This is an optimization exercise on Yosys and OpenROAD, whose aim is a short achievable clock period and few clock cycles, not a production implementation.
In this exercise RTL edits were held to simulation tests only and were not proved equivalent to the original.
Power and IR drop assume default switching activity.

Setup of run A:
==> flow/design.v (excerpt) <==
module cache_top (
    input  logic                                clk,
    input  logic                                rst_n,
    input  logic                                proc_req_i,
    input  logic [cache_pkg::ADDR_WIDTH-1:0]    proc_addr_i,
    input  logic                                proc_we_i,
    input  logic [cache_pkg::BE_WIDTH-1:0]      proc_be_i,
    input  logic [cache_pkg::DATA_WIDTH-1:0]    proc_wdata_i,
    output logic                                proc_gnt_o,
    output logic                                proc_rvalid_o,
    output logic [cache_pkg::DATA_WIDTH-1:0]    proc_rdata_o,
    output logic                                mem_req_o,
    output logic [cache_pkg::ADDR_WIDTH-1:0]    mem_addr_o,
    output logic                                mem_we_o,
    output logic [cache_pkg::BE_WIDTH-1:0]      mem_be_o,
    output logic [cache_pkg::DATA_WIDTH-1:0]    mem_wdata_o,
    input  logic                                mem_gnt_i,
    input  logic                                mem_rvalid_i,
    input  logic [cache_pkg::DATA_WIDTH-1:0]    mem_rdata_i,
    output logic [cache_pkg::COUNT_WIDTH-1:0]   hit_count_o,
    output logic [cache_pkg::COUNT_WIDTH-1:0]   miss_count_o,
    output logic [cache_pkg::COUNT_WIDTH-1:0]   mem_txn_count_o
);
Settings: LEC_CHECK=0, ABC_CLOCK_PERIOD_IN_PS=2400, CAP_MARGIN=20, CORE_MARGIN=2, CORE_UTILIZATION=55, SETUP_SLACK_MARGIN=1.8, SLEW_MARGIN=20, TNS_END_PERCENT=5; clock period 4.2 ns.
run.sh (not shown) runs the stock make flow with config.mk's settings and CLKGATE_MAP_FILE= SYNTH_SCRIPT=/design/flow/synth_recipe.tcl, a recipe that flattens the netlist after the stock synthesis.
Testbench counts of run A, summed over its fixed seeds: cycles 25,129.
Here is what was changed in the inputs of run B compared with run A.
--- a/flow/config.mk
+++ b/flow/config.mk
@@ -9,5 +9,5 @@
 export CAP_MARGIN = 20
 export CORE_MARGIN = 2
-export CORE_UTILIZATION = 55
+export CORE_UTILIZATION = 40
 export SETUP_SLACK_MARGIN = 1.8
 export SLEW_MARGIN = 20
### Flow results
Against run A, run B comes in 0.49 points higher on final clock period utilization by the worst path.
Sequential fraction of the synthesis area: run A vs run B identical
Min number of clock buffers inserted by TritonCTS across run B and run A: run A
Re starting density of the core: run B and run A aren't equal, and the lower value belongs to run B.
As far as clock tree cell share of total cell area is concerned, run A and run B perform about the same.
Diff run B and run A: setup fix buffers added after clock tree synthesis lower in run A
Between run B and run A, it is run B whose core utilization is lower, by 16 points.

========
## lane 1
cache_top, a different RTL version from the one above (not shown whole).
Size: ~2500 flip-flops, roughly 0.11 sq mm of cells after synthesis.
export LEC_CHECK = 0
export ABC_CLOCK_PERIOD_IN_PS = 2400
export CAP_MARGIN = 20
export CORE_MARGIN = 2
export CORE_UTILIZATION = 55
export SETUP_SLACK_MARGIN = 1.8
export SLEW_MARGIN = 20
export TNS_END_PERCENT = 5
create_clock -name core_clock -period 4.2 [get_ports {clk}]
Lane 1 ended with every stage complete and zero timing, DRC or antenna violations.
Testbench counts of lane 1, summed over its fixed seeds: cycles 25,214.
Changes in lane 2 relative to lane 1:
- a change of TNS_END_PERCENT from 5 to 10
Notes after the runs:
From lane 1 to lane 2 the numbers moved as follows: required arrival time at the worst endpoint -1.37 ns, final area stayed essentially flat, total power per unit cell area now sits at about the same level, fraction of cell area in non-clock buffers ~0 delta. Against lane 1, lane 2 reports a fraction of the cycle the final worst path needs that is lower. Lane 2 leaves more setup margin than lane 1. Compared lane 1 against lane 2; unique cell type count in the Yosys netlist within noise. Synthesis-to-layout area growth across lane 1 and lane 2: no real change. Final wirelength of lane 2 is on par with lane 1. Critical path startpoint = l_hit_q: lane 1; critical path startpoint = mem_wdata_o[12]: lane 2. Cell leakage power: lane 2 vs lane 1 up 1.1%. Global-route usage essentially unchanged between lane 2 and lane 1.

========
cache_top, a different RTL version from the one above (not shown whole).
Size: about 8400 cells after synthesis, roughly 270 I/O pins, about 0.11 mm2 of cells after synthesis.
clock: 4.2 ns
lec_check: 0
abc_clock_period_in_ps: 2400
cap_margin: 20
core_margin: 2
core_utilization: 55
setup_slack_margin: 1.8
slew_margin: 20
tns_end_percent: 5
standard.sh (not shown) runs the stock make flow with config.mk's settings and CLKGATE_MAP_FILE= SYNTH_SCRIPT=/design/flow/synth_recipe.tcl, a recipe that flattens the netlist after the stock synthesis.
==> flow/flow/run.sh <==
#!/bin/bash
# Standard layout, except that after placement the port buffers are swapped
# for sky130_fd_sc_hd__buf_8 (the placer's sizing leaves slow delay cells
# there, and later repair may only swap within one footprint).
set -euo pipefail
RES=orfs/results/${FLOW_PLATFORM}/cache_top/base
bash standard.sh synth > synth.log 2>&1
bash standard.sh floorplan > floorplan.log 2>&1
bash standard.sh place > place.log 2>&1
RES="$RES" openroad -no_init -exit flow/fix_ports.tcl > fix_ports.log 2>&1
bash standard.sh finish > finish.log 2>&1
==> flow/flow/fix_ports.tcl <==
# Swap every port buffer (input*/output* instances) for buf_8 and re-legalize.
set res $::env(RES)
read_db $res/3_place.odb
set db [ord::get_db]
set block [ord::get_db_block]
set buf [$db findMaster sky130_fd_sc_hd__buf_8]
set n 0
foreach inst [$block getInsts] {
  set name [$inst getName]
  set m [[$inst getMaster] getName]
  if {[regexp {^(input|output)[0-9]+$} $name] && $m ne "sky130_fd_sc_hd__buf_8"} {
    puts "swap $name $m"
    $inst swapMaster $buf
    incr n
  }
}
puts "swapped $n port buffers"
detailed_placement
check_placement -verbose
write_db $res/3_place.odb
Testbench counts at the start, summed over its fixed seeds: cycles 25,169.
==> next run, changes <==
==> flow/run.sh (new file) <==
#!/bin/bash
# synth_recipe.tcl (not shown) runs the flow's synth.tcl, then flattens the netlist and writes it again
# the make line also repeats each setting of config.mk as NAME=value (left out here)
make -C /OpenROAD-flow-scripts/flow DESIGN_CONFIG=/design/flow/config.mk WORK_HOME=/design/flow/orfs CLKGATE_MAP_FILE= SYNTH_SCRIPT=/design/flow/synth_recipe.tcl finish
removed: flow/flow/run.sh
removed: flow/flow/fix_ports.tcl
removed: flow/standard.sh
=> The changed run went through all stages and came out clean. Fmax went up by 1.5%. Sequential power is about the same. Clock skew drops by 0.0043 ns. Design area came out lower by 0.63%. Clock power stays flat. Synthesized cell count stays the same.

afterwards: timing with drivers on the ports:
No port has a modelled driver above. Below, the same layouts with a new extraction and two added sets of constraints.
Step 1 assumes that a clkbuf_16 drives the clock port and a buf_2 every other input.
Step 2 times the ports against the registers' clock, not the clock port: input delays grow and output delays shrink by t, the midpoint of the rising clock arrivals with the driver on.
a / b / c = ideal / step 1 / step 2; a / b = the first two.
run | shift t [ns] | slack for setup (ns) | slew at the worst register clock pin (ns) | cell pins on the clock port's net
run A | 0.962 | 1.056 / 1.056 / 0.616 | 0.07 / 0.07 | 1
run B | 0.981 | 1.036 / 1.036 / 0.697 | 0.07 / 0.07 | 1
lane 1 | 1.003 | 1.483 / 1.393 / 0.873 | 0.07 / 0.07 | 1
lane 2 | 1.002 | 1.524 / 1.422 / 0.893 | 0.07 / 0.07 | 1
the first run of note 3 | 1.012 | 1.398 / 1.398 / 1.098 | 0.07 / 0.07 | 1
the second run of note 3 | 1.001 | 1.440 / 1.426 / 0.696 | 0.07 / 0.07 | 1
After both steps setup and hold are still met in every run listed. The setup slack of the second run of note 3, which loses most, moves by -0.014 ns with the drivers and by -0.744 ns with both steps.
